Context: an optimization exercise on an open-source flow, tuned for a short achievable clock period and few clock cycles per item. The choices shown serve that exercise and are no tape-out recipe. The RTL was checked by simulation tests, not by an equivalence proof against the original design. The clock port is modelled as an ideal driver; clocking choices that lean on that would not hold on a real chip. Power and IR drop assume default switching activity.

$ cat flow/design.v
`default_nettype none
package soc_bus_pkg;
    localparam int MEM_WORDS = 256;
    localparam int MEM_INDEX_W = 8;
    localparam int MEM_HIGH_W = 32 - MEM_INDEX_W - 2;
    localparam logic [31:0] IO_BASE = 32'h8000_0000;
    localparam int IO_TAG_W = 20;
    localparam logic [IO_TAG_W-1:0] IO_TAG = IO_BASE[31:32-IO_TAG_W];
    localparam logic [1:0] IO_REG_OUT = 2'd0;
    typedef enum logic [1:0] {
        REGION_MEM  = 2'd0,
        REGION_IO   = 2'd1,
        REGION_NONE = 2'd2
    } region_e;
    typedef struct packed {
        logic [MEM_HIGH_W-1:0]  high;
        logic [MEM_INDEX_W-1:0] index;
        logic [1:0]             offset;
    } mem_view_t;
    typedef struct packed {
        logic [IO_TAG_W-1:0]       tag;
        logic [32-IO_TAG_W-2-1:0]  unused;
        logic [1:0]                reg_sel;
    } io_view_t;
    typedef union packed {
        mem_view_t mem_view;
        io_view_t  io_view;
    } bus_addr_u;
endpackage
`default_nettype wire
`timescale 1ns/1ps
`default_nettype none
module bus_decode (
    input  wire  [31:0] addr,
    output logic        is_mem,
    output logic        is_io
);
    soc_bus_pkg::bus_addr_u addr_u;
    assign addr_u = addr;
    assign is_mem = (addr_u.mem_view.high == '0);
    assign is_io  = (addr_u.io_view.tag == soc_bus_pkg::IO_TAG) &&
                    (addr_u.io_view.reg_sel == soc_bus_pkg::IO_REG_OUT);
endmodule
`default_nettype wire
`timescale 1ns/1ps
`default_nettype none
module bus_execute (
    input  wire         core_clk,
    input  wire         rst,
    input  wire         ack,
    input  wire         take_mem_w,
    input  wire  [7:0]  addr_index,
    input  wire  [31:0] wdata,
    input  wire  [3:0]  wmask,
    output logic        mem_wpend,
    output logic [7:0]  mem_widx,
    output logic [31:0] mem_wdata,
    output logic [3:0]  mem_wmask
);
    always_ff @(posedge core_clk) begin
        if (rst) begin
            mem_wpend <= 1'b0;
        end else begin
            mem_wpend <= take_mem_w;
        end
    end
    always_ff @(posedge core_clk) begin
        if (!ack) begin
            mem_widx  <= addr_index;
            mem_wdata <= wdata;
            mem_wmask <= wmask;
        end
    end
endmodule
`default_nettype wire
`timescale 1ns/1ps
`default_nettype none
module word_memory (
    input  wire                                 core_clk,
    input  wire                                 wen,
    input  wire  [soc_bus_pkg::MEM_INDEX_W-1:0] widx,
    input  wire  [31:0]                         wdata,
    input  wire  [3:0]                          wmask,
    input  wire  [soc_bus_pkg::MEM_INDEX_W-1:0] ridx,
    output logic [31:0]                         rdata
);
    logic [31:0] mem [soc_bus_pkg::MEM_WORDS];
    always_ff @(posedge core_clk) begin
        if (wen) begin
            for (int b = 0; b < 4; b++) begin
                if (wmask[b]) begin
                    mem[widx][8*b +: 8] <= wdata[8*b +: 8];
                end
            end
        end
    end
    assign rdata = mem[ridx];
endmodule
`default_nettype wire
`timescale 1ns/1ps
`default_nettype none
module parallel_output (
    input  wire         core_clk,
    input  wire         rst,
    input  wire         wen,
    input  wire  [31:0] wdata,
    input  wire  [3:0]  wmask,
    output logic [31:0] io
);
    always_ff @(posedge core_clk) begin
        if (rst) begin
            io <= 32'd0;
        end else if (wen) begin
            for (int b = 0; b < 4; b++) begin
                if (wmask[b]) begin
                    io[8*b +: 8] <= wdata[8*b +: 8];
                end
            end
        end
    end
endmodule
`default_nettype wire
`timescale 1ns/1ps
`default_nettype none
module bus_result (
    input  wire         core_clk,
    input  wire         rst,
    input  wire         req,
    input  wire         is_mem,
    input  wire         is_io,
    input  wire  [31:0] mem_rdata,
    input  wire  [31:0] io_rdata,
    output logic        ack,
    output logic [31:0] rdata,
    output logic        err
);
    always_ff @(posedge core_clk) begin
        if (rst) begin
            ack <= 1'b0;
        end else begin
            ack <= req;
        end
    end
    always_ff @(posedge core_clk) begin
        if (!ack) begin
            err   <= ~is_mem & ~is_io;
            rdata <= ({32{is_mem}} & mem_rdata) | ({32{is_io}} & io_rdata);
        end
    end
endmodule
`default_nettype wire
`timescale 1ns/1ps
`default_nettype none
module soc_bus_top (
    input  wire         core_clk,
    input  wire         rst,
    input  wire         req,
    input  wire         wen,
    input  wire  [31:0] addr,
    input  wire  [31:0] wdata,
    input  wire  [3:0]  wmask,
    output logic        ack,
    output logic [31:0] rdata,
    output logic        err,
    output logic [31:0] io
);
    logic        is_mem;
    logic        is_io;
    logic        take;
    logic [31:0] mem_rdata;
    logic        mem_wpend;
    logic [7:0]  mem_widx;
    logic [31:0] mem_wdata;
    logic [3:0]  mem_wmask;
    bus_decode decode (
        .addr   (addr),
        .is_mem (is_mem),
        .is_io  (is_io)
    );
    assign take = req & ~ack;
    bus_result result (
        .core_clk  (core_clk),
        .rst       (rst),
        .req       (req),
        .is_mem    (is_mem),
        .is_io     (is_io),
        .mem_rdata (mem_rdata),
        .io_rdata  (io),
        .ack       (ack),
        .rdata     (rdata),
        .err       (err)
    );
    parallel_output pp (
        .core_clk (core_clk),
        .rst      (rst),
        .wen      (take & wen & is_io),
        .wdata    (wdata),
        .wmask    (wmask),
        .io       (io)
    );
    bus_execute execute (
        .core_clk  (core_clk),
        .rst       (rst),
        .ack       (ack),
        .take_mem_w(take & wen & is_mem),
        .addr_index(addr[9:2]),
        .wdata     (wdata),
        .wmask     (wmask),
        .mem_wpend (mem_wpend),
        .mem_widx  (mem_widx),
        .mem_wdata (mem_wdata),
        .mem_wmask (mem_wmask)
    );
    word_memory mem (
        .core_clk (core_clk),
        .wen      (mem_wpend),
        .widx     (mem_widx),
        .wdata    (mem_wdata),
        .wmask    (mem_wmask),
        .ridx     (addr[9:2]),
        .rdata    (mem_rdata)
    );
endmodule
`default_nettype wire
$ cat flow/run.sh
#!/bin/bash
# synth_recipe.tcl (not shown) runs the flow's synth.tcl, then flattens the netlist and writes it again
# the make line also repeats each setting of config.mk as NAME=value (left out here)
make -C /OpenROAD-flow-scripts/flow DESIGN_CONFIG=/design/flow/config.mk WORK_HOME=/design/flow/orfs CLKGATE_MAP_FILE= SYNTH_SCRIPT=/design/flow/synth_recipe.tcl finish
$ cat flow/config.mk
export PLATFORM = sky130hd
export DESIGN_NAME = soc_bus_top
export DESIGN_NICKNAME = soc_bus_top
export VERILOG_FILES = /design/flow/design.v
export SDC_FILE = /design/flow/constraint.sdc
export NUM_CORES = 4
export LEC_CHECK = 0
export CAP_MARGIN = 20
export CORE_MARGIN = 2
export CORE_UTILIZATION = 45
export SLEW_MARGIN = 20
export SYNTH_MEMORY_MAX_BITS = 16384
$ cat flow/constraint.sdc
create_clock -name core_clock -period 6.0 [get_ports {core_clk}]
set_input_delay 1.2000 -clock core_clock [delete_from_list [all_inputs] [get_ports {core_clk}]]
set_output_delay 1.2000 -clock core_clock [all_outputs]
set_load 0.01 [all_outputs]
==> results of run 1 <==
## where the power goes
part | switching (mW) | total [mW] | internal (mW)
logic | 4.89 | 6.89 | 2.00
registers | 0.116 | 64.2 | 64.1
clock network | 22.2 | 50.7 | 28.4
total | 27.2 | 122 | 94.5
## state kept, by name (all words and copies together), names as in the netlist
signal and flops:
result.ack 1, mem.mem 8192, pp.io 32, execute.mem_widx 8
result.rdata 32, execute.mem_wdata 32, result.err 1, execute.mem_wpend 1
execute.mem_wmask 4
## cell type report
cell class,instances,share of cell area [%]
tap,9577,3.266
clock buffer,1055,5.967
multi-input combinational,7174,19.05
timing repair buffer,969,2.618
antenna,105,0.07161
inverter,6,0.01364
sequential,8303,67.86
clock inverter,463,1.155
## synthesized netlist by cell type (all sizes together), types with 16 or more instances
cell type	instances	area share, %
o211ai	44	0.10
a221oi	42	0.11
buf	603	1.6
nand4	25	0.048
nand2	579	0.67
or4	16	0.037
nand2b	28	0.054
a2111oi	18	0.049
o41ai	26	0.079
nor3	138	0.22
dfxtp	34	0.21
nor2	1240	1.4
a22oi	72	0.17
o221ai	459	1.2
o21a	20	0.046
nor4	34	0.065
a21oi	429	0.66
a21o	22	0.051
nand3	103	0.16
mux2	71	0.25
a211oi	55	0.13
o22ai	356	0.69
o21ai	308	0.47
mux2i	1445	4.5
edfxtp	8269	76
and2	21	0.040
mux4	1358	9.4
clkbuf	420	0.49
a31oi	88	0.17
## worst paths after layout
path,start,end,cells after the start
worst max-delay path,addr[4],result.rdata[1],10
worst min-delay path,pp.io[26],pp.io[26],2
worst max register to register,mem.mem[165][1],result.rdata[1],7
worst min register to register,pp.io[26],pp.io[26],2
## cell families (layout without fill, tap and decap cells)
group / after synthesis / count (layout) / synth area share (%)
DFF: 8303 / 8303 / 76.66
muxes: 2874 / 2874 / 14.13
and+or+nand+nor: 2236 / 2236 / 2.839
AOI/OAI and AO/OA: 2064 / 2064 / 4.312
buffers and inverters: 1030 / 2493 / 2.050
other: 0 / 105 / 0
## critical path, delay by kind of cell
kind	cells	cell delay, ns
compound gates	6	3.88
buf+inv	3	0.92
simple gates	1	0.38
## routing by layer
layer	vias to the layer above	GRT usage, %	wire length (um)
met5	-	0.3082	362
met4	36	13.03	57100
met3	2005	9.767	142700
met2	12140	41.18	463700
met1	94090	39.55	404100
li1	69830	-	-
==> metrics.cfg, run 1 <==
[die]
core_um2 = 720600
start_util_pct = 45.07
rows = 312
die-area_um2 = 728500
io_pins = 138
die-width_um = 853.5
die_h_um = 853.5

[timing]
drv_slew = 0
hold_ws_ns = 0.4826
fin_crit_ns = 5.568
relSlewSlack_pct = 11.20
finalClockSkew_ns = 0.1269
worst_pin_slew_ns = 1.318
tns_ns = 0
period_share_pct = 92.81
max_freq_mhz = 179.6
setup_viol = 0
hold_viol = 0
rsz0062_at_grt = false
fin_ws_ns = 0.4315

[placement]
placed_cells = 26030
dp_hpwl_um = 710600
routabilityCongestion = 0.9444
portBuffers = 137
placed_cell_area_um2 = 340400
place_ws_ns = -0.3800

[synth]
avgSynthCellArea_um2 = 19.68
ys_seq_elements = 8303
synth_area_um2 = 324800
seq_area_frac_synth_pct = 76.66
yosysUniqueCellTypes = 86
async_flop_share_pct = 0
synth-main-ff-cell = edfxtp_1
netlist_instances = 16510
syn-num-nets = 16580
synth-edff-count = 8269
yosys_warnings = 4

[global_route]
grt_pass1_vias = 167200
grt_pass1_wl_um = 1438000
antenna_found_initial = 104
overflow = 0
grt_max_degree = 172
gr-usage-all-layers_pct = 28.61

[detailed_routing]
routed_wl_um = 1068000
wire_per_inst_um = 38.62
num_vias = 178100
ant_nets = 0
drc = 0
first_pass_iters = 6
drt_iter0_drc = 29510
via_per_inst = 6.441

[finish]
final_cell_mix = 8,269 x edfxtp_1, 1,445 x mux2i_1, 1,343 x mux4_2
multi_input_area_um2 = 69880
area_growth_pct = 12.97
fillCellCount = 57420
instances_no_fill = 27650
seq_area_um2 = 249000
final_common_cell = edfxtp_1
postLayoutCellArea_um2 = 366900
utilization_pct = 50.91
layout-drive-gt1-share_pct = 19.66
fin_nets = 17350

[clock_tree]
htree_levels = 6
cts_tree = done
cts_buffers = 825
cts_resized = 0
ctsLongestPathBuffers = 4
clk_pin_slew_ns = 0.07
hold_buffers = 0
clock-sinks = 8303
cts_root_buffer = clkbuf_16
clkLatencyLatePin_ns = 1.21
post_cts_buffers = 0

[power]
cellPowerDensity_nw_per_um2 = 331.8
leakage_nw = 115.4
power_mw = 121.7
ir_drop_v = 0.0003818

[setup_path]
slowest_delay_ns = 0.83
ff2ff_setup_slack_ns = 1.53
required_ns = 7.03
path_cells = buf_8, nand2b_4, buf_12, buf_4, o221ai_1, o22ai_1, a22oi_1, o2111ai_2, a2111o_1, o41ai_2
slowest_stage = a2111o_1
critPathKind = in2reg
arrival_ns = 6.60
end_kind = flip-flop
start_kind = input pin
critical_path.max_fanout = 22

[outcome]
outcome = complete, no violations

[run]
max_cap_violations = 0

[worst_hold_path]
hold_path.class = reg2reg

Testbench counts, summed over its fixed seeds: cycles 16,384, transfers 8,192.
==> run 2, diff against run 1 <==
--- a/flow/design.v
+++ b/flow/design.v
@@ -107,16 +107,14 @@
     input  wire  [3:0]  wmask,
     output logic [31:0] io
 );
-    always_ff @(posedge core_clk) begin
-        if (rst) begin
-            io <= 32'd0;
-        end else if (wen) begin
-            for (int b = 0; b < 4; b++) begin
-                if (wmask[b]) begin
-                    io[8*b +: 8] <= wdata[8*b +: 8];
-                end
-            end
-        end
+    logic [31:0] bwe;
+    always_comb begin
+        for (int b = 0; b < 4; b++) begin
+            bwe[8*b +: 8] = {8{wen & wmask[b]}};
+        end
+    end
+    always_ff @(posedge core_clk) begin
+        io <= ((io & ~bwe) | (wdata & bwe)) & {32{~rst}};
     end
 endmodule
 `default_nettype wire
@@ -141,11 +139,13 @@
             ack <= req;
         end
     end
-    always_ff @(posedge core_clk) begin
-        if (!ack) begin
-            err   <= ~is_mem & ~is_io;
-            rdata <= ({32{is_mem}} & mem_rdata) | ({32{is_io}} & io_rdata);
-        end
+    logic        err_new;
+    logic [31:0] rdata_new;
+    assign err_new   = ~is_mem & ~is_io;
+    assign rdata_new = ({32{is_mem}} & mem_rdata) | ({32{is_io}} & io_rdata);
+    always_ff @(posedge core_clk) begin
+        err   <= (err & ack) | (err_new & ~ack);
+        rdata <= (rdata & {32{ack}}) | (rdata_new & {32{~ack}});
     end
 endmodule
 `default_nettype wire
--- a/flow/config.mk
+++ b/flow/config.mk
@@ -5,8 +5,13 @@
 export SDC_FILE = /design/flow/constraint.sdc
 export NUM_CORES = 4
 export LEC_CHECK = 0
+export ABC_CLOCK_PERIOD_IN_PS = 2000
 export CAP_MARGIN = 20
 export CORE_MARGIN = 2
-export CORE_UTILIZATION = 45
+export CORE_UTILIZATION = 60
+export CTS_CLUSTER_DIAMETER = 100
+export CTS_CLUSTER_SIZE = 30
+export SETUP_SLACK_MARGIN = 3.1
 export SLEW_MARGIN = 20
 export SYNTH_MEMORY_MAX_BITS = 16384
+export TNS_END_PERCENT = 100
==> metrics.cfg, run 2 <==
[detailed_routing]
drc = 0  ; unchanged
routed_wl_um = 1137000  ; +6.4%
num_vias = 182200  ; +2.3%
wire_per_inst_um = 46.01  ; +19%
ant_nets = 0  ; unchanged
drt_iter0_drc = 32990  ; +12%
via_per_inst = 7.374  ; +14%
first_pass_iters = 7  ; +1

[clock_tree]
cts_buffers = 314  ; -62%
clock-sinks = 8303  ; unchanged
clkLatencyLatePin_ns = 1.07  ; -0.14 ns
cts_root_buffer = clkbuf_16
clk_pin_slew_ns = 0.11  ; +0.04 ns
htree_levels = 5  ; -1
cts_tree = done
ctsLongestPathBuffers = 4  ; unchanged

[synth]
async_flop_share_pct = 0  ; unchanged
synth_top_family_by_area = multiplexers
synth_compound_area_share_pct = 4.198  ; -0.11 points
ys_seq_elements = 8303  ; unchanged
yosys_warnings = 4  ; unchanged
synth-edff-count = 8269  ; unchanged
synthTopCellsByArea = edfxtp_1 76%, mux4_2 9.1%, mux2i_1 4.6%
yosysUniqueCellTypes = 92  ; +7.0%
synth-main-ff-cell = edfxtp_1
synth_common_cells = 8,269 x edfxtp_1, 1,488 x mux2i_1, 1,319 x mux4_2
netlist_instances = 16420  ; -0.53%
synthSimpleGateAreaFrac_pct = 2.831  ; -0.0084 points
synth_top_area_share_pct = 76.40  ; about the same
seq_area_frac_synth_pct = 76.61  ; about the same
synth.most_common_cell = edfxtp_1
synth_xor_area_share_pct = 0  ; unchanged
syn-num-nets = 16490  ; -0.52%
synth_top_cell_by_area = edfxtp_1
synth.area.mux_share_pct = 14.29  ; +0.16 points
synth_fa_ha_area_share_pct = 0  ; unchanged
avgSynthCellArea_um2 = 19.79  ; +0.61%
synth_area_um2 = 325000  ; about the same

[run]
max_cap_violations = 0  ; unchanged

[timing]
fin_crit_ns = 3.755  ; -1.814 ns
worst_pin_slew_ns = 1.356  ; +0.03745 ns
hold_viol = 0  ; unchanged
period_share_pct = 62.58  ; -30 points
fin_ws_ns = 2.245  ; +1.814 ns
drv_slew = 0  ; unchanged
finalClockSkew_ns = 0.05190  ; -0.07501 ns
tns_ns = 0  ; unchanged
max_freq_mhz = 266.3  ; +48%
relSlewSlack_pct = 9.633  ; -1.6 points
setup_viol = 0  ; unchanged
rsz0062_at_grt = true

[power]
power_mw = 99.33  ; -18%
ir_drop_v = 0.0002838  ; -26%
leakage_nw = 114.3  ; -0.96%
cellPowerDensity_nw_per_um2 = 269.7  ; -19%

[setup_path]
critPathKind = in2reg
end_kind = flip-flop
critical_path.max_fanout = 72  ; +230%
required_ns = 6.91  ; -0.12 ns
start_kind = input pin
arrival_ns = 4.66  ; -1.94 ns

[die]
rows = 270  ; -13%
die-area_um2 = 547600  ; -25%
start_util_pct = 60.17  ; +15 points
io_pins = 138  ; unchanged
core_um2 = 540200  ; -25%
die_h_um = 740.0  ; -13%
die-width_um = 740.0  ; -13%

[finish]
largest_register_ffs = 8192  ; unchanged
area_growth_pct = 13.34
top_regs = mem.mem x8192, execute.mem_wdata x32, pp.io x32
final_cell_mix = 8,269 x edfxtp_1, 1,459 x mux2i_1, 1,329 x mux4_2
final_common_cell = edfxtp_1
utilization_pct = 68.19  ; +17 points
top_register = mem.mem
layout-drive-gt1-share_pct = 29.89  ; +10 points
fin_nets = 17420  ; +0.39%

[placement]
portBuffers = 137  ; unchanged
routabilityCongestion = 0.9599  ; +1.6%
dp_hpwl_um = 722100  ; +1.6%
place_ws_ns = -0.1712  ; +0.2088 ns

[outcome]
outcome = complete, no violations

[global_route]
gr-usage-all-layers_pct = 40.78  ; +12 points
overflow = 0  ; unchanged
grt_max_degree = 208  ; +21%
grt_pass1_wl_um = 1497000  ; +4.1%
grt_pass1_vias = 171300  ; +2.4%
antenna_found_initial = 90  ; -13%

[worst_hold_path]
hold_path.class = reg2reg

[run 2: cell count changes after synthesis, moves of 30 or more]
cell,delta
a21oi_1,-57
clkbuf_1,-49
mux2i_1,+43
mux4_1,+30
nand2_1,-64
nor2_1,+34
o21ai_0,-74
o221ai_1,+36
[run 2: final cells by class]
class                   count  area [um^2]
multi-input cells        7094        80900
fillers                 34130       171800
inverters                   9        113.9
clock buffers             377         8349
clock inverters            11        126.4
repair buffers           1622        20570
repair inverters            3        22.52
well taps                7208         9019
diodes                     77        192.7
flip-flops and latches   8303       249100
[run 2: per-stage QoR]
| step | instance area, um^2 | hold slack [ns] | cells |
|---|---|---|---|
| floorplan | 326500 | 0.5469 | 16420 |
| global placement | 337300 | 0.5125 | 23540 |
| detailed placement | 337500 | 0.5156 | 23560 |
| CTS | 362100 | 0.5146 | 24410 |
| global route | 368200 | 0.5527 | 24650 |
| finish | 368400 | 0.5154 | 24700 |
[run 2: kinds of logic (layout without fill, tap and decap cells)]
group | after synthesis | after routing
AO/OA/AOI/OAI | 1957 | 1957
buffers and inverters | 1029 | 2022
flip-flops | 8303 | 8303
multiplexers | 2911 | 2911
other | 0 | 77
AND/OR/NAND/NOR | 2220 | 2226
[run 2: what timing repair did]
item,in CTS,in global routing
pin swaps,199,251
hold buffers,0,0
setup buffers,365,193
gates resized for setup,2767,824
cloned,96,16
setup endpoints to repair,8264,5556
[run 2: report_power, final]
part / switching, mW / leakage (nW) / internal (mW)
clock: 17.1 / 4.14 / 10.0
sequential: 0.0752 / 74.7 / 64.0
combinational: 5.48 / 35.5 / 2.75
total: 22.6 / 114 / 76.7
[run 2: worst max-delay path: stages]
cell,delay (ns)
buf_16,0.18
or2_4,0.37
buf_12,0.21
o221ai_1,0.46
a21oi_1,0.16
nor3_4,0.51
o32ai_2,0.23
buf_4,0.24
or4_4,0.61
o21ai_1,0.15
[run 2: path summary, 6_finish.rpt]
| path | slack (ns) | cells past startpoint | endpoint | startpoint |
|---|---|---|---|---|
| worst max-delay path | 2.25 | 10 | flip-flop | addr[3] |
| worst min-delay path | 0.52 | 2 | pp.io[11] | pp.io[11] |
| worst max register to register | 2.90 | 4 | mem.mem[183][30] | execute.mem_widx[6] |
| worst min register to register | 0.52 | 2 | pp.io[11] | pp.io[11] |
[run 2: per-layer routing]
metal  GRT usage, %  vias to the layer above  wire length (um)
met5         0.5765                        -              1066
met4          20.82                       45             75850
met1          55.70                    96140            391900
li1               -                    69370                 -
met2          57.76                    14210            486200
met3          15.66                     2400            181600
Testbench counts of run 2, summed over its fixed seeds: cycles 16,384, transfers 8,192.
==> run 3, diff against run 2 <==
--- a/flow/design.v
+++ b/flow/design.v
@@ -124,6 +124,7 @@
     input  wire         core_clk,
     input  wire         rst,
     input  wire         req,
+    input  wire         wen,
     input  wire         is_mem,
     input  wire         is_io,
     input  wire  [31:0] mem_rdata,
@@ -139,13 +140,9 @@
             ack <= req;
         end
     end
-    logic        err_new;
-    logic [31:0] rdata_new;
-    assign err_new   = ~is_mem & ~is_io;
-    assign rdata_new = ({32{is_mem}} & mem_rdata) | ({32{is_io}} & io_rdata);
-    always_ff @(posedge core_clk) begin
-        err   <= (err & ack) | (err_new & ~ack);
-        rdata <= (rdata & {32{ack}}) | (rdata_new & {32{~ack}});
+    always_ff @(posedge core_clk) begin
+        err   <= ~is_mem & ~is_io;
+        rdata <= ({32{is_mem & ~wen}} & mem_rdata) | ({32{is_io & ~wen}} & io_rdata);
     end
 endmodule
 `default_nettype wire
@@ -182,6 +179,7 @@
         .core_clk  (core_clk),
         .rst       (rst),
         .req       (req),
+        .wen       (wen),
         .is_mem    (is_mem),
         .is_io     (is_io),
         .mem_rdata (mem_rdata),
--- a/flow/config.mk
+++ b/flow/config.mk
@@ -6,12 +6,12 @@
 export NUM_CORES = 4
 export LEC_CHECK = 0
 export ABC_CLOCK_PERIOD_IN_PS = 2000
-export CAP_MARGIN = 20
+export CAP_MARGIN = 30
 export CORE_MARGIN = 2
 export CORE_UTILIZATION = 60
 export CTS_CLUSTER_DIAMETER = 100
-export CTS_CLUSTER_SIZE = 30
+export CTS_CLUSTER_SIZE = 24
 export SETUP_SLACK_MARGIN = 3.1
-export SLEW_MARGIN = 20
+export SLEW_MARGIN = 40
 export SYNTH_MEMORY_MAX_BITS = 16384
 export TNS_END_PERCENT = 100
==> metrics.cfg, run 3 <==
[timing]
rsz0062_at_grt = true
fin_ws_ns = 2.480  ; +0.2345 ns
worst_pin_slew_ns = 0.9930  ; -0.3625 ns
max_freq_mhz = 284.1  ; +6.7%
fin_crit_ns = 3.520  ; -0.2345 ns
hold_viol = 0  ; unchanged
period_share_pct = 58.67  ; -3.9 points
hold_ws_ns = 0.4749  ; -0.04045 ns
tns_ns = 0  ; unchanged
drv_slew = 0  ; unchanged
setup_viol = 0  ; unchanged
relSlewSlack_pct = 33.80  ; +24 points
finalClockSkew_ns = 0.04588  ; -0.006018 ns

[detailed_routing]
via_per_inst = 7.155  ; -3.0%
first_pass_iters = 7  ; unchanged
routed_wl_um = 996800  ; -12%
drc = 0  ; unchanged
drt_iter0_drc = 26870  ; -19%
wire_per_inst_um = 42.80  ; -7.0%
ant_nets = 0  ; unchanged
num_vias = 166600  ; -8.5%

[global_route]
gr-usage-all-layers_pct = 36.52  ; -4.3 points
grt_pass1_vias = 160200  ; -6.5%
grt_max_degree = 161  ; -23%
overflow = 0  ; unchanged
grt_pass1_wl_um = 1343000  ; -10%
antenna_found_initial = 66  ; -27%

[power]
ir_drop_v = 0.0002732  ; -3.7%
switchingPower_mw = 22.44  ; -0.80%
intPower_mw = 78.48  ; +2.3%
clkPwrFrac_pct = 29.3  ; +2.0 points
combPwrFrac_pct = 7.4  ; -0.9 points
leakage_nw = 111.0  ; -2.9%
p_seq_share_pct = 63.3  ; -1.2 points
cellPowerDensity_nw_per_um2 = 275.7  ; +2.2%
netSwitchingFraction_pct = 22.24  ; -0.54 points

[synth]
yosysUniqueCellTypes = 67  ; -27%
synth-main-ff-cell = edfxtp_1
seq_area_frac_synth_pct = 77.25  ; +0.64 points
synth_common_cells = 8,236 x edfxtp_1, 1,876 x mux4_2, 1,089 x nor2_1
syn-num-nets = 15190  ; -7.9%
synthTopCellsByArea = edfxtp_1 77%, mux4_2 13%, mux2i_1 2.5%
synth-edff-count = 8236  ; -0.40%
synth_top_area_share_pct = 76.83  ; +0.43 points
synth.most_common_cell = edfxtp_1
yosys_warnings = 4  ; unchanged
netlist_instances = 15120  ; -7.9%
ys_seq_elements = 8303  ; unchanged
async_flop_share_pct = 0  ; unchanged
synth_area_um2 = 321900  ; -0.96%
synth_top_cell_by_area = edfxtp_1
avgSynthCellArea_um2 = 21.29  ; +7.5%

[clock_tree]
cts_root_buffer = clkbuf_16
ctsLongestPathBuffers = 4  ; unchanged
cts_tree = done
cts_buffers = 383  ; +22%
clkLatencyLatePin_ns = 1.08  ; about the same
clock-sinks = 8303  ; unchanged
clk_pin_slew_ns = 0.10  ; about the same
htree_levels = 5  ; unchanged
hold_buffers = 0  ; unchanged

[placement]
place_ws_ns = 0.4642  ; +0.6354 ns
portBuffers = 137  ; unchanged
routabilityCongestion = 0.9263  ; -3.5%
placed_cell_area_um2 = 335100  ; -0.71%
placed_cells = 22170  ; -5.9%
dp_hpwl_um = 636200  ; -12%

[finish]
postLayoutCellArea_um2 = 366100  ; -0.61%
fin_nets = 16000  ; -8.1%
multi_input_area_um2 = 79650  ; -1.5%
layout-drive-gt1-share_pct = 33.73  ; +3.8 points
largest_register_ffs = 8192  ; unchanged
top_register = mem.mem
fillCellCount = 33050  ; -3.2%
instances_no_fill = 23290  ; -5.7%
seq_area_um2 = 248900  ; about the same
final_common_cell = edfxtp_1
area_growth_pct = 13.73
final_cell_mix = 8,236 x edfxtp_1, 1,881 x mux4_2, 932 x nor2_4

[setup_path]
start_kind = input pin
ff2ff_setup_slack_ns = 2.98  ; +0.08 ns
critical_path.max_fanout = 63  ; -13%
critPathTopFamily = buffers and inverters
critPathKind = in2reg
slowest_delay_ns = 0.51  ; -0.10 ns
end_kind = flip-flop
arrival_ns = 4.50  ; -0.16 ns
required_ns = 6.98  ; +0.07 ns
path_cells = clkbuf_16, buf_4, buf_12, buf_16, nand2_1, a31oi_2, o2111ai_4, nor3_4, buf_6, a32o_1
slowest_stage = a31oi_2
path_buf_inv = 5  ; +2

[worst_hold_path]
hold_path.class = reg2reg

[die]
die_h_um = 736.5  ; -0.48%
rows = 269  ; -0.37%
die-area_um2 = 542400  ; -0.96%
die-width_um = 736.5  ; -0.48%
core_um2 = 535500  ; -0.87%
start_util_pct = 60.11  ; about the same
io_pins = 138  ; unchanged

[run]
max_cap_violations = 0  ; unchanged

[outcome]
outcome = complete, no violations

-- run 3: final cells by class --
type,instances,share of cell area [%]
Timing Repair Buffer,1340,4.897
Clock inverter,23,0.09091
Inverter,5,0.02016
Tap cell,7181,2.454
Antenna cell,34,0.02324
Sequential cell,8303,67.98
Timing Repair inverter,2,0.005468
Clock buffer,507,2.774
Multi-Input combinational cell,5893,21.76
-- run 3: cells by family (layout without fill, tap and decap cells) --
logic type | Yosys count | in the layout | synth area share, %
other cells | 0 | 34 | 0
simple gates | 1849 | 1849 | 2.309
compound gates | 1344 | 1344 | 2.975
flops | 8303 | 8303 | 77.25
mux | 2700 | 2700 | 15.73
buf+inv | 925 | 1877 | 1.744
-- run 3: power by group through the flow --
| stage | sequential, mW | combinational (mW) | clock (mW) |
|---|---|---|---|
| final | 63.9 | 7.47 | 29.6 |
| after global placement | 65.3 | 6.10 | 0 |
| after floorplan | 66.0 | 3.02 | 0 |
| after detailed placement | 65.3 | 6.30 | 0 |
| after global routing | 63.9 | 7.63 | 31.4 |
| after CTS | 63.9 | 7.08 | 29.7 |
-- run 3: metrics by stage --
step | power [mW] | utilization [%]
after floorplan | 69.01 | -
after detailed placement | 71.57 | 62.59
after global routing | 103.0 | 68.36
final | 100.9 | 68.37
after global placement | 71.37 | 62.28
after CTS | 100.6 | 67.46
-- run 3: per-layer routing --
layer | wire (um) | GRT usage [%] | vias up
met4 | 57420 | 16.51 | 34
met2 | 446800 | 53.89 | 10930
met5 | 227 | 0.1764 | -
li1 | - | - | 64720
met1 | 362100 | 51.71 | 89370
met3 | 130200 | 10.27 | 1579
-- run 3: repair_timing --
action / in CTS / in global routing
endpoints found under the hold margin: 0 / 0
endpoints found under the setup margin: 8195 / 5184
buffers inserted: 292 / 136
gates cloned: 70 / 17
pin swaps: 197 / 129
gates resized for setup: 2816 / 368
-- run 3: worst paths after layout --
kind | start | end | cells past startpoint
max | addr[4] | result.rdata[23] | 10
min | result.ack | execute.mem_wpend | 1
max reg2reg | execute.mem_widx[6] | mem.mem[114][26] | 5
min reg2reg | result.ack | execute.mem_wpend | 1
Testbench counts of run 3, summed over its fixed seeds: cycles 16,384, transfers 8,192.
==> run 4, diff against run 3 <==
==> flow/flow/run.sh (new file) <==
#!/bin/bash
# The standard layout (standard.sh) with two changes:
#  - the port buffers start as buf_4 (which the repair steps can resize)
#    instead of the default delay-cell buffers;
#  - after CTS, a second setup repair with a wider margin and without the
#    same-footprint limit (post_cts.tcl);
#  - more rounds of antenna repair after global and detailed routing.
# make's full output goes to flow_make.log here; ORFS's own per-step logs are
# under orfs/logs/.
set -euo pipefail
W=$(pwd)
export POST_CTS_TCL="$W/flow/post_cts.tcl"
export BUFFER_PORTS_ARGS="-buffer_cell sky130_fd_sc_hd__buf_4"
bash standard.sh "POST_CTS_TCL=$POST_CTS_TCL" "BUFFER_PORTS_ARGS=$BUFFER_PORTS_ARGS" \
  MAX_REPAIR_ANTENNAS_ITER_GRT=8 MAX_REPAIR_ANTENNAS_ITER_DRT=8 finish > "$W/flow_make.log" 2>&1
==> flow/flow/post_cts.tcl (new file) <==
# A second setup repair after CTS, with a wider margin and without the
# same-footprint limit, then legalize again.
log_cmd estimate_parasitics -placement
log_cmd repair_timing -setup -setup_margin [expr {$::env(SETUP_SLACK_MARGIN) + 0.3}] \
  -repair_tns 100 -verbose
set result [catch { detailed_placement } msg]
if { $result != 0 } {
  error "Detailed placement failed after the second repair: $msg"
}
check_placement -verbose
==> flow/standard.sh (new file) <==
#!/bin/bash
# synth_recipe.tcl (not shown) runs the flow's synth.tcl, then flattens the netlist and writes it again
# the make line also repeats each setting of config.mk as NAME=value (left out here)
make -C /OpenROAD-flow-scripts/flow DESIGN_CONFIG=/design/flow/config.mk WORK_HOME=/design/flow/orfs CLKGATE_MAP_FILE= SYNTH_SCRIPT=/design/flow/synth_recipe.tcl "${@:-finish}"
removed: flow/run.sh
==> metrics.cfg, run 4 <==
[detailed_routing]
drc = 0  ; unchanged
via_per_inst = 7.190  ; +0.48%
num_vias = 169100  ; +1.5%
first_pass_iters = 6  ; -1
routed_wl_um = 1017000  ; +2.1%
ant_nets = 0  ; unchanged
wire_per_inst_um = 43.26  ; +1.1%
drt_iter0_drc = 27440  ; +2.1%

[die]
die_h_um = 736.5  ; unchanged
io_pins = 138  ; unchanged
die-width_um = 736.5  ; unchanged
start_util_pct = 60.11  ; unchanged
core_um2 = 535500  ; unchanged
rows = 269  ; unchanged
die-area_um2 = 542400  ; unchanged

[finish]
layout-drive-gt1-share_pct = 35.39  ; +1.7 points
largest_register_ffs = 8192  ; unchanged
instances_no_fill = 23520  ; +0.98%
postLayoutCellArea_um2 = 370400  ; +1.2%
final_cell_mix = 8,236 x edfxtp_1, 1,881 x mux4_2, 986 x nor2_4
final_common_cell = edfxtp_1
area_growth_pct = 15.05
top_register = mem.mem
fin_nets = 16220  ; +1.4%

[power]
switchingPower_mw = 22.48  ; +0.17%
combPwrFrac_pct = 7.5  ; about the same
clkPwrFrac_pct = 29.3  ; about the same
ir_drop_v = 0.0002862  ; +4.8%
cellPowerDensity_nw_per_um2 = 272.8  ; -1.0%
leakage_nw = 113.6  ; +2.4%
p_seq_share_pct = 63.2  ; about the same
netSwitchingFraction_pct = 22.25  ; about the same
intPower_mw = 78.56  ; about the same

[synth]
synth_fa_ha_area_share_pct = 0  ; unchanged
synth_compound_area_share_pct = 2.975  ; unchanged
synth_top_area_share_pct = 76.83  ; unchanged
synth_top_family_by_area = multiplexers
synth_top_cell_by_area = edfxtp_1
avgSynthCellArea_um2 = 21.29  ; unchanged
synth_xor_area_share_pct = 0  ; unchanged
yosys_warnings = 4  ; unchanged
syn-num-nets = 15190  ; unchanged
synth.area.mux_share_pct = 15.73  ; unchanged
synth_area_um2 = 321900  ; unchanged
seq_area_frac_synth_pct = 77.25  ; unchanged
ys_seq_elements = 8303  ; unchanged
yosysUniqueCellTypes = 67  ; unchanged
synth-main-ff-cell = edfxtp_1
async_flop_share_pct = 0  ; unchanged
synth_common_cells = 8,236 x edfxtp_1, 1,876 x mux4_2, 1,089 x nor2_1
synth.most_common_cell = edfxtp_1
netlist_instances = 15120  ; unchanged
synthSimpleGateAreaFrac_pct = 2.309  ; unchanged
synth-edff-count = 8236  ; unchanged
synthTopCellsByArea = edfxtp_1 77%, mux4_2 13%, mux2i_1 2.5%

[clock_tree]
clkLatencyLatePin_ns = 1.09  ; about the same
clk_pin_slew_ns = 0.10  ; about the same
clock-sinks = 8303  ; unchanged
cts_tree = done

[timing]
setup_viol = 0  ; unchanged
relSlewSlack_pct = 33.50  ; -0.30 points
drv_slew = 0  ; unchanged
fin_ws_ns = 2.557  ; +0.07731 ns
hold_viol = 0  ; unchanged
hold_ws_ns = 0.3047  ; -0.1702 ns
period_share_pct = 57.38  ; -1.3 points
worst_pin_slew_ns = 0.9975  ; +0.004473 ns
rsz0062_at_grt = true
fin_crit_ns = 3.443  ; -0.07731 ns
max_freq_mhz = 290.4  ; +2.2%
finalClockSkew_ns = 0.03935  ; -0.006529 ns

[placement]
routabilityCongestion = 0.9307  ; +0.48%
portBuffers = 137  ; unchanged
place_ws_ns = 0.4505  ; -0.01374 ns
dp_hpwl_um = 636000  ; about the same
placed_cell_area_um2 = 334400  ; -0.22%
placed_cells = 22150  ; -0.11%

[global_route]
grt_max_degree = 169  ; +5.0%
grt_pass1_vias = 163800  ; +2.2%
gr-usage-all-layers_pct = 37.50  ; +0.98 points
grt_pass1_wl_um = 1376000  ; +2.5%
overflow = 0  ; unchanged
antenna_found_initial = 55  ; -17%

[setup_path]
critPathKind = in2reg
start_kind = input pin
arrival_ns = 4.44  ; -0.06 ns
critical_path.max_fanout = 19  ; -70%
end_kind = flip-flop
required_ns = 7.00  ; +0.02 ns
ff2ff_setup_slack_ns = 3.06  ; +0.08 ns

[outcome]
outcome = complete, no violations

[worst_hold_path]
hold_path.class = in2reg

[run]
max_cap_violations = 0  ; unchanged

[run 4: changes by cell type in the layout (fill, tap and decap cells not counted), sizes merged]
| cell | previous run | this run |
|---|---|---|
| buf | 1187 | 1486 |
| bufbuf | 38 | 29 |
| clkbuf | 529 | 562 |
| clkdlybuf4s15 | 30 | 0 |
| clkdlybuf4s50 | 62 | 0 |
| clkinv | 14 | 7 |
| diode | 34 | 33 |
| dlygate4sd2 | 1 | 0 |
| inv | 16 | 17 |
| nand2 | 481 | 486 |
| nor2 | 1089 | 1090 |
[run 4: cell type report]
cell class | instances | area, um^2
Antenna cell | 33 | 82.58
Clock buffer | 520 | 10270
Timing Repair inverter | 1 | 8.758
Tap cell | 7181 | 8985
Multi-Input combinational cell | 5899 | 80260
Sequential cell | 8303 | 248900
Timing Repair Buffer | 1557 | 21570
Fill cell | 32420 | 165100
Clock inverter | 18 | 225.2
Inverter | 5 | 80.08
[run 4: kinds of logic (layout without fill, tap and decap cells)]
kind of cell | count (synthesis) | in the layout
compound gates | 1344 | 1344
mux | 2700 | 2700
buf+inv | 925 | 2101
simple gates | 1849 | 1855
other cells | 0 | 33
flops | 8303 | 8303
[run 4: metrics by stage]
step           util, %  power (mW)  TNS, ns
2_1_floorplan        -       69.01        0
3_3_place_gp     62.15       71.34   -3.224
3_5_place_dp     62.45       71.53        0
5_1_grt          69.15       103.0        0
6_report         69.16       101.0        0
[run 4: path summary, 6_finish.rpt]
kind / startpoint / end / cells after the start
max: addr[3] / result.rdata[31] / 12
min: wdata[7] / execute.mem_wdata[7] / 1
max reg2reg: execute.mem_widx[2] / mem.mem[32][14] / 5
min reg2reg: result.ack / execute.mem_wpend / 2
[run 4: worst max-delay path: stages]
cell	delay, ns
buf_16	0.14
or2_4	0.37
buf_16	0.20
buf_6	0.20
buf_8	0.19
o22ai_4	0.23
o21ai_0	0.14
nand3_1	0.24
nand3_2	0.14
a2111oi_4	0.77
buf_8	0.25
a32o_1	0.18
[run 4: metal layers]
| metal | GRT usage [%] | up-vias | part of all wire, % |
|---|---|---|---|
| li1 | - | 65120 | - |
| met1 | 52.24 | 90400 | 36 |
| met2 | 55.84 | 11720 | 45 |
| met3 | 10.61 | 1828 | 13 |
| met4 | 17.68 | 14 | 6.0 |
| met5 | 0 | - | 0.011 |
[run 4: power by group through the flow]
stage	Sequential (mW)	Combinational [mW]	Clock (mW)
global route	63.9	7.67	31.5
finish	63.9	7.53	29.6
global placement	65.3	6.07	0
detailed placement	65.3	6.26	0
floorplan	66.0	3.02	0
==> run 5, diff against run 4 <==
--- a/flow/design.v
+++ b/flow/design.v
@@ -52,23 +52,25 @@
     input  wire  [7:0]  addr_index,
     input  wire  [31:0] wdata,
     input  wire  [3:0]  wmask,
-    output logic        mem_wpend,
-    output logic [7:0]  mem_widx,
-    output logic [31:0] mem_wdata,
-    output logic [3:0]  mem_wmask
+    output logic [3:0]  mem_bwe,
+    output logic [15:0] mem_whi,
+    output logic [15:0] mem_wlo,
+    output logic [31:0] mem_wdata
 );
     always_ff @(posedge core_clk) begin
         if (rst) begin
-            mem_wpend <= 1'b0;
+            mem_bwe <= 4'd0;
         end else begin
-            mem_wpend <= take_mem_w;
+            mem_bwe <= take_mem_w ? wmask : 4'd0;
         end
     end
     always_ff @(posedge core_clk) begin
         if (!ack) begin
-            mem_widx  <= addr_index;
+            for (int i = 0; i < 16; i++) begin
+                mem_whi[i] <= (addr_index[7:4] == 4'(i));
+                mem_wlo[i] <= (addr_index[3:0] == 4'(i));
+            end
             mem_wdata <= wdata;
-            mem_wmask <= wmask;
         end
     end
 endmodule
@@ -77,19 +79,19 @@
 `default_nettype none
 module word_memory (
     input  wire                                 core_clk,
-    input  wire                                 wen,
-    input  wire  [soc_bus_pkg::MEM_INDEX_W-1:0] widx,
+    input  wire  [3:0]                          bwe,
+    input  wire  [15:0]                         whi,
+    input  wire  [15:0]                         wlo,
     input  wire  [31:0]                         wdata,
-    input  wire  [3:0]                          wmask,
     input  wire  [soc_bus_pkg::MEM_INDEX_W-1:0] ridx,
     output logic [31:0]                         rdata
 );
-    logic [31:0] mem [soc_bus_pkg::MEM_WORDS];
-    always_ff @(posedge core_clk) begin
-        if (wen) begin
+    logic [soc_bus_pkg::MEM_WORDS-1:0][31:0] mem;
+    always_ff @(posedge core_clk) begin
+        for (int w = 0; w < soc_bus_pkg::MEM_WORDS; w++) begin
             for (int b = 0; b < 4; b++) begin
-                if (wmask[b]) begin
-                    mem[widx][8*b +: 8] <= wdata[8*b +: 8];
+                if (whi[w / 16] && wlo[w % 16] && bwe[b]) begin
+                    mem[w][8*b +: 8] <= wdata[8*b +: 8];
                 end
             end
         end
@@ -165,10 +167,10 @@
     logic        is_io;
     logic        take;
     logic [31:0] mem_rdata;
-    logic        mem_wpend;
-    logic [7:0]  mem_widx;
+    logic [3:0]  mem_bwe;
+    logic [15:0] mem_whi;
+    logic [15:0] mem_wlo;
     logic [31:0] mem_wdata;
-    logic [3:0]  mem_wmask;
     bus_decode decode (
         .addr   (addr),
         .is_mem (is_mem),
@@ -204,17 +206,17 @@
         .addr_index(addr[9:2]),
         .wdata     (wdata),
         .wmask     (wmask),
-        .mem_wpend (mem_wpend),
-        .mem_widx  (mem_widx),
-        .mem_wdata (mem_wdata),
-        .mem_wmask (mem_wmask)
+        .mem_bwe   (mem_bwe),
+        .mem_whi   (mem_whi),
+        .mem_wlo   (mem_wlo),
+        .mem_wdata (mem_wdata)
     );
     word_memory mem (
         .core_clk (core_clk),
-        .wen      (mem_wpend),
-        .widx     (mem_widx),
+        .bwe      (mem_bwe),
+        .whi      (mem_whi),
+        .wlo      (mem_wlo),
         .wdata    (mem_wdata),
-        .wmask    (mem_wmask),
         .ridx     (addr[9:2]),
         .rdata    (mem_rdata)
     );
==> flow/flow/run.sh (replaced) <==
#!/bin/bash
# The standard layout (standard.sh) with two changes:
#  - the port buffers start as buf_4 (which the repair steps can resize)
#    instead of the default delay-cell buffers;
#  - after CTS, a second setup repair with a wider margin and without the
#    same-footprint limit (post_cts.tcl).
# make's full output goes to flow_make.log here; ORFS's own per-step logs are
# under orfs/logs/.
set -euo pipefail
W=$(pwd)
export POST_CTS_TCL="$W/flow/post_cts.tcl"
export BUFFER_PORTS_ARGS="-buffer_cell sky130_fd_sc_hd__buf_4"
bash standard.sh "POST_CTS_TCL=$POST_CTS_TCL" "BUFFER_PORTS_ARGS=$BUFFER_PORTS_ARGS" finish > "$W/flow_make.log" 2>&1
--- a/flow/config.mk
+++ b/flow/config.mk
@@ -10,8 +10,8 @@
 export CORE_MARGIN = 2
 export CORE_UTILIZATION = 60
 export CTS_CLUSTER_DIAMETER = 100
-export CTS_CLUSTER_SIZE = 24
-export SETUP_SLACK_MARGIN = 3.1
+export CTS_CLUSTER_SIZE = 30
+export SETUP_SLACK_MARGIN = 3.2
 export SLEW_MARGIN = 40
 export SYNTH_MEMORY_MAX_BITS = 16384
 export TNS_END_PERCENT = 100
==> metrics.cfg, run 5 <==
[outcome]
outcome = failed layout checks
so.violations = antenna rules

[synth]
synth_top_cell_by_area = edfxtp_1
yosys_warnings = 4  ; unchanged
synth_xor_area_share_pct = 0  ; unchanged
seq_area_frac_synth_pct = 77.43  ; +0.18 points
netlist_instances = 15350  ; +1.5%
synth.area.mux_share_pct = 14.74  ; -0.98 points
synth_top_area_share_pct = 76.99  ; +0.16 points
synth_area_um2 = 322000  ; about the same
synth_fa_ha_area_share_pct = 0  ; unchanged
async_flop_share_pct = 0  ; unchanged
avgSynthCellArea_um2 = 20.97  ; -1.5%
yosysUniqueCellTypes = 49  ; -27%
synth-edff-count = 8256  ; +0.24%
syn-num-nets = 15420  ; +1.5%
synth_compound_area_share_pct = 3.228  ; +0.25 points
synthTopCellsByArea = edfxtp_1 77%, mux4_2 12%, mux2i_1 2.9%
synthSimpleGateAreaFrac_pct = 3.065  ; +0.76 points
synth_common_cells = 8,256 x edfxtp_1, 1,666 x mux4_2, 1,059 x and3_1
synth-main-ff-cell = edfxtp_1
synth_top_family_by_area = multiplexers
ys_seq_elements = 8326  ; +0.28%
synth.most_common_cell = edfxtp_1

[timing]
setup_viol = 0  ; unchanged
max_freq_mhz = 313.2  ; +7.8%
relSlewSlack_pct = 22.16  ; -11 points
fin_crit_ns = 3.193  ; -0.2501 ns
hold_viol = 0  ; unchanged
tns_ns = 0  ; unchanged
rsz0062_at_grt = true
worst_pin_slew_ns = 1.168  ; +0.1701 ns
period_share_pct = 53.21  ; -4.2 points
drv_slew = 0  ; unchanged
fin_ws_ns = 2.807  ; +0.2501 ns
finalClockSkew_ns = 0.06372  ; +0.02437 ns
hold_ws_ns = 0.3498  ; +0.04508 ns

[finish]
multi_input_area_um2 = 71150  ; -11%
largest_register_ffs = 8192  ; unchanged
final_common_cell = edfxtp_1
postLayoutCellArea_um2 = 355800  ; -3.9%
utilization_pct = 66.44  ; -2.7 points
final_cell_mix = 8,256 x edfxtp_1, 1,666 x mux4_2, 1,047 x and3_1
seq_area_um2 = 249600  ; +0.28%
top_register = mem.mem
layout-drive-gt1-share_pct = 24.30  ; -11 points
instances_no_fill = 23210  ; -1.3%
fillCellCount = 34290  ; +5.8%
area_growth_pct = 10.50
fin_nets = 15820  ; -2.5%

[clock_tree]
cts_tree = done
clkLatencyLatePin_ns = 1.05  ; -0.04 ns
clk_pin_slew_ns = 0.12  ; +0.02 ns
clock-sinks = 8326  ; +0.28%

[placement]
portBuffers = 137  ; unchanged
placed_cell_area_um2 = 333600  ; -0.24%
placed_cells = 22080  ; -0.31%
place_ws_ns = 0.8078  ; +0.3573 ns
routabilityCongestion = 0.8725  ; -6.3%
dp_hpwl_um = 533300  ; -16%

[global_route]
grt_pass1_wl_um = 1269000  ; -7.8%
grt_max_degree = 191  ; +13%
gr-usage-all-layers_pct = 33.76  ; -3.7 points
overflow = 0  ; unchanged
grt_pass1_vias = 159700  ; -2.5%
antenna_found_initial = 95  ; +73%

[die]
io_pins = 138  ; unchanged
core_um2 = 535500  ; unchanged
die_h_um = 736.6  ; about the same
start_util_pct = 60.13  ; about the same
die-area_um2 = 542500  ; about the same
rows = 269  ; unchanged
die-width_um = 736.6  ; about the same

[setup_path]
arrival_ns = 4.07  ; -0.37 ns
critical_path.max_fanout = 21  ; +2
path_cells = buf_12, buf_16, buf_12, or3_4, buf_16, a221oi_1, o21ai_1, nand4_1, a211oi_4, o2111ai_2
slowest_delay_ns = 0.82  ; +0.05 ns
critPathKind = in2reg
required_ns = 6.88  ; -0.12 ns
end_kind = flip-flop
reg2reg_depth = 5  ; unchanged
start_kind = input pin
slowest_stage = a211oi_4

[power]
power_mw = 97.90  ; -3.1%
leakage_nw = 114.7  ; +0.95%
ir_drop_v = 0.0003020  ; +5.5%
cellPowerDensity_nw_per_um2 = 275.2  ; +0.85%

[detailed_routing]
ant_nets = 2  ; +2
wire_per_inst_um = 39.80  ; -8.0%
num_vias = 165200  ; -2.3%
via_per_inst = 7.117  ; -1.0%
drc = 0  ; unchanged
drt_iter0_drc = 26790  ; -2.4%
routed_wl_um = 923900  ; -9.2%
first_pass_iters = 6  ; unchanged

[worst_hold_path]
hold_path.class = in2reg
min_delay_path_depth = 1  ; unchanged

[run]
max_cap_violations = 0  ; unchanged

## run 5: kinds of logic after synthesis
kind of cell / after synthesis
buffers and inverters: 1146
muxes: 2652
DFF: 8326
and+or+nand+nor: 1723
AOI/OAI and AO/OA: 1505
## run 5: layout make-up
class	instances	share of cell area [%]
flip-flops and latches	8326	70.14
clock buffers	428	2.400
diodes	152	0.1069
clock inverters	18	0.05134
well taps	7181	2.525
inverters	2	0.003868
multi-input cells	5885	20.00
repair buffers	1220	4.772
## run 5: power by group
group          internal (mW)  total (mW)  switching [mW]
Sequential              64.0        64.1          0.0391
Combinational           2.48        6.75            4.28
Clock                   10.2        27.1            16.9
Total                   76.7        97.9            21.2
## run 5: path summary, 6_finish.rpt
kind                   startpoint              endpoint  slack [ns]
min reg2reg  execute.mem_wdata[8]         mem.mem[1832]        0.64
max reg2reg         mem.mem[1877]      result.rdata[21]        3.38
max                       addr[9]      result.rdata[21]        2.81
min                      wdata[2]  execute.mem_wdata[2]        0.35
## run 5: worst max-delay path, delay by kind of cell
kind	cells	cell delay (ns)
AND/OR/NAND/NOR	2	0.58
buffers and inverters	4	0.90
AO/OA/AOI/OAI	4	1.28
## run 5: per-layer routing
| metal | global-route usage [%] | share of wire, % |
|---|---|---|
| met5 | 0 | 0.0086 |
| met4 | 10.91 | 3.5 |
| met3 | 6.752 | 12 |
| met2 | 51.82 | 47 |
| met1 | 49.83 | 38 |
Testbench counts of run 5, summed over its fixed seeds: cycles 16,384, transfers 8,192.
==> run 6, diff against run 5 <==
==> flow/run.sh (new file) <==
#!/bin/bash
# synth_recipe.tcl (not shown) runs the flow's synth.tcl, then flattens the netlist and writes it again
# the make line also repeats each setting of config.mk as NAME=value (left out here)
make -C /OpenROAD-flow-scripts/flow DESIGN_CONFIG=/design/flow/config.mk WORK_HOME=/design/flow/orfs CLKGATE_MAP_FILE= SYNTH_SCRIPT=/design/flow/synth_recipe.tcl finish
--- a/flow/config.mk
+++ b/flow/config.mk
@@ -6,12 +6,12 @@
 export NUM_CORES = 4
 export LEC_CHECK = 0
 export ABC_CLOCK_PERIOD_IN_PS = 2000
-export CAP_MARGIN = 30
+export CAP_MARGIN = 20
 export CORE_MARGIN = 2
 export CORE_UTILIZATION = 60
 export CTS_CLUSTER_DIAMETER = 100
 export CTS_CLUSTER_SIZE = 30
-export SETUP_SLACK_MARGIN = 3.2
-export SLEW_MARGIN = 40
+export SETUP_SLACK_MARGIN = 3.1
+export SLEW_MARGIN = 20
 export SYNTH_MEMORY_MAX_BITS = 16384
 export TNS_END_PERCENT = 100
removed: flow/flow/run.sh
removed: flow/flow/post_cts.tcl
removed: flow/standard.sh
==> metrics.cfg, run 6 <==
[timing]
setup_viol = 0  ; unchanged
fin_crit_ns = 3.157  ; -0.03587 ns
worst_pin_slew_ns = 1.392  ; +0.2240 ns
hold_viol = 0  ; unchanged
rsz0062_at_grt = true
drv_slew = 0  ; unchanged
max_freq_mhz = 316.8  ; +1.1%
finalClockSkew_ns = 0.04151  ; -0.02222 ns
tns_ns = 0  ; unchanged
relSlewSlack_pct = 7.224  ; -15 points
period_share_pct = 52.62  ; -0.60 points

[setup_path]
required_ns = 6.86  ; -0.02 ns
arrival_ns = 4.02  ; -0.05 ns
r2r_start = execute.mem_wlo[11]
slowest_delay_ns = 0.56  ; -0.26 ns
end_kind = flip-flop
critical_path_depth = 11  ; +1
ff2ff_setup_slack_ns = 3.08  ; -0.30 ns
r2r-end = mem.mem[4457]
critical_path.max_fanout = 8  ; -62%
path_buf_inv = 5  ; +1
reg2reg_depth = 2  ; -3
slowest_stage = mux4_2
critPathKind = in2reg
path_cells = buf_16, buf_8, buf_16, buf_12, buf_12, mux4_2, a22oi_1, and4_4, nand4_1, o31ai_4, o2111ai_1
critPathTopFamily = compound AO/OA/AOI/OAI gates
start_kind = input pin

[placement]
portBuffers = 137  ; unchanged
dp_hpwl_um = 530700  ; -0.49%
routabilityCongestion = 0.8712  ; -0.15%

[finish]
top_register = mem.mem
multi_input_area_um2 = 70100  ; -1.5%
seq_area_um2 = 249600  ; about the same
area_growth_pct = 8.803
fin_nets = 15570  ; -1.6%
fillCellCount = 34670  ; +1.1%
largest_register_ffs = 8192  ; unchanged
final_cell_mix = 8,256 x edfxtp_1, 1,666 x mux4_2, 1,056 x and3_1
layout-drive-gt1-share_pct = 21.55  ; -2.8 points
final_common_cell = edfxtp_1

[die]
core_um2 = 535500  ; unchanged
die-area_um2 = 542500  ; unchanged
die_h_um = 736.6  ; unchanged
die-width_um = 736.6  ; unchanged
rows = 269  ; unchanged
start_util_pct = 60.13  ; unchanged
io_pins = 138  ; unchanged

[global_route]
antenna_found_initial = 95  ; unchanged
gr-usage-all-layers_pct = 32.67  ; -1.1 points
grt_pass1_vias = 156800  ; -1.8%
grt_pass1_wl_um = 1238000  ; -2.5%
grt_max_degree = 224  ; +17%
overflow = 0  ; unchanged

[power]
intPower_mw = 76.29  ; -0.55%
p_seq_share_pct = 65.9  ; +0.4 points
leakage_nw = 112.2  ; -2.2%
combPwrFrac_pct = 6.4  ; -0.5 points
netSwitchingFraction_pct = 21.58  ; -0.071 points
power_mw = 97.28  ; -0.64%
clkPwrFrac_pct = 27.7  ; about the same
switchingPower_mw = 20.99  ; -0.96%
ir_drop_v = 0.0003482  ; +15%
cellPowerDensity_nw_per_um2 = 277.7  ; +0.91%

[synth]
async_flop_share_pct = 0  ; unchanged
netlist_instances = 15350  ; unchanged
synth_common_cells = 8,256 x edfxtp_1, 1,666 x mux4_2, 1,059 x and3_1
synth_top_area_share_pct = 76.99  ; unchanged
synth-edff-count = 8256  ; unchanged
seq_area_frac_synth_pct = 77.43  ; unchanged
yosys_warnings = 4  ; unchanged
synthTopCellsByArea = edfxtp_1 77%, mux4_2 12%, mux2i_1 2.9%
avgSynthCellArea_um2 = 20.97  ; unchanged
ys_seq_elements = 8326  ; unchanged
synth.most_common_cell = edfxtp_1
syn-num-nets = 15420  ; unchanged
synth_area_um2 = 322000  ; unchanged
synth_top_cell_by_area = edfxtp_1
synth-main-ff-cell = edfxtp_1
yosysUniqueCellTypes = 49  ; unchanged

[detailed_routing]
first_pass_iters = 6  ; unchanged
drc = 0  ; unchanged
wire_per_inst_um = 39.66  ; -0.37%
routed_wl_um = 911100  ; -1.4%
num_vias = 163900  ; -0.80%
ant_nets = 4  ; +2
via_per_inst = 7.133  ; +0.22%
drt_iter0_drc = 25770  ; -3.8%

[clock_tree]
clock-sinks = 8326  ; unchanged
clkLatencyLatePin_ns = 1.04  ; about the same
cts_root_buffer = clkbuf_16
ctsLongestPathBuffers = 4
hold_buffers = 0
cts_tree = done
cts_buffers = 315
clk_pin_slew_ns = 0.12  ; about the same
htree_levels = 5

[worst_hold_path]
min_to = pp.io[30]
hold_path.class = reg2reg
min_delay_path_depth = 2  ; +1
min_from = pp.io[30]

[outcome]
outcome = failed layout checks
so.violations = antenna rules

[run]
max_cap_violations = 0  ; unchanged

-- run 6: cell counts after synthesis --
No cell type changed its count.
-- run 6: tightest hold or removal path, cell delays in order (launching register included) --
cell and delay, ns:
dfxtp_2 0.35, nand2_1 0.06, a21oi_1 0.05
-- run 6: layout make-up --
cell class	count	share of cell area, %
diodes	190	0.1357
clock buffers	406	2.414
clock inverters	17	0.04428
inverters	2	0.003214
multi-input cells	5890	20.01
flip-flops and latches	8326	71.24
well taps	7181	2.565
repair buffers	963	3.593
-- run 6: power by group through the flow --
stage	sequential [mW]	clock [mW]	combinational, mW
5_1_grt	64.2	28.9	6.41
3_3_place_gp	65.5	0	5.33
4_1_cts	64.1	27.1	5.83
3_5_place_dp	65.5	0	5.46
2_1_floorplan	66.2	0	2.73
6_report	64.2	26.9	6.20
-- run 6: how the worst max path moves through the flow --
stage	from	to	slack, ns
finish	addr[2]	result.rdata[31]	2.84
CTS	addr[3]	result.rdata[13]	2.85
floorplan	execute.mem_wdata[0]	mem.mem[0]	1.95
detailed placement	addr[13]	result.rdata[31]	0.49
global placement	addr[6]	result.rdata[30]	0.38
global route	addr[16]	result.rdata[25]	2.87
-- run 6: cells by family after synthesis --
kind of cell	count (synthesis)	share of synthesized area [%]
AND/OR/NAND/NOR	1723	3.065
multiplexers	2652	14.74
buffers and inverters	1146	1.536
flip-flops	8326	77.43
AO/OA/AOI/OAI	1505	3.228
-- run 6: metal layers --
layer | vias up | routed length [um] | GRT usage, %
met5 | - | 147 | 0
met4 | 24 | 27040 | 9.361
met3 | 1096 | 113100 | 6.540
met2 | 10720 | 425200 | 49.93
met1 | 87480 | 345600 | 48.93
li1 | 64550 | - | -
-- run 6: what timing repair did --
| item | 4_1_cts | 5_1_grt |
|---|---|---|
| gates resized for setup | 695 | 348 |
| endpoints found under the setup margin | 106 | 83 |
| gates cloned | 49 | 41 |
| setup buffers | 98 | 144 |
| pin swaps | 45 | 94 |
-- run 6: metrics by stage --
step	util [%]	hold slack (ns)	cell area (um^2)	instances	setup slack [ns]
after global placement	62.18	0.4804	333000	22020	0.3849
final	65.43	0.4921	350300	22980	2.843
after CTS	64.60	0.4853	345900	22600	2.848
after detailed placement	62.20	0.4765	333100	22030	0.4936
after global routing	65.35	0.5124	349900	22800	2.871
after floorplan	-	0.4927	323800	15350	1.954

static timing again, ports no longer ideal:
The flow's constraints put no driver on any port. The routed layouts listed below were extracted and timed again, unchanged, in two steps.
Step 1: set_driving_cell puts a clkbuf_16 on core_clk and a buf_2 on each other input, an assumption about the parent block.
Step 2 adds t to the input delays and takes it off the output delays; t is the mean of the earliest and latest rising clock arrival at the registers after step 1. Input paths then give back, and output paths get back, about the clock's delay inside the block.
Three values: ideal ports, drivers, drivers and shift; two values: the first two.
run	t, ns	slack for setup (ns)	worst hold slack (ns)	worst setup path at the end	cell pins on the clock port's net
run 1	1.297	0.432 / 0.525 / -0.772	0.483 / 0.463 / 0.483	input to register	1
run 2	1.188	2.245 / 2.035 / 0.848	0.515 / 0.515 / 0.515	input to register	1
run 3	1.184	2.480 / 2.163 / 0.978	0.475 / 0.475 / 0.475	input to register	1
run 4	1.191	2.557 / 2.399 / 1.208	0.305 / 0.210 / 0.544	input to register	1
run 5	1.144	2.807 / 2.504 / 1.360	0.350 / 0.263 / 0.639	input to register	1
run 6	1.147	2.843 / 2.218 / 1.071	0.492 / 0.492 / 0.492	input to register	1
With both steps, setup timing fails in run 1, where it was met with ideal ports. For run 6, which loses most, drivers alone change the setup slack by -0.625 ns; drivers and shift together by -1.772 ns.
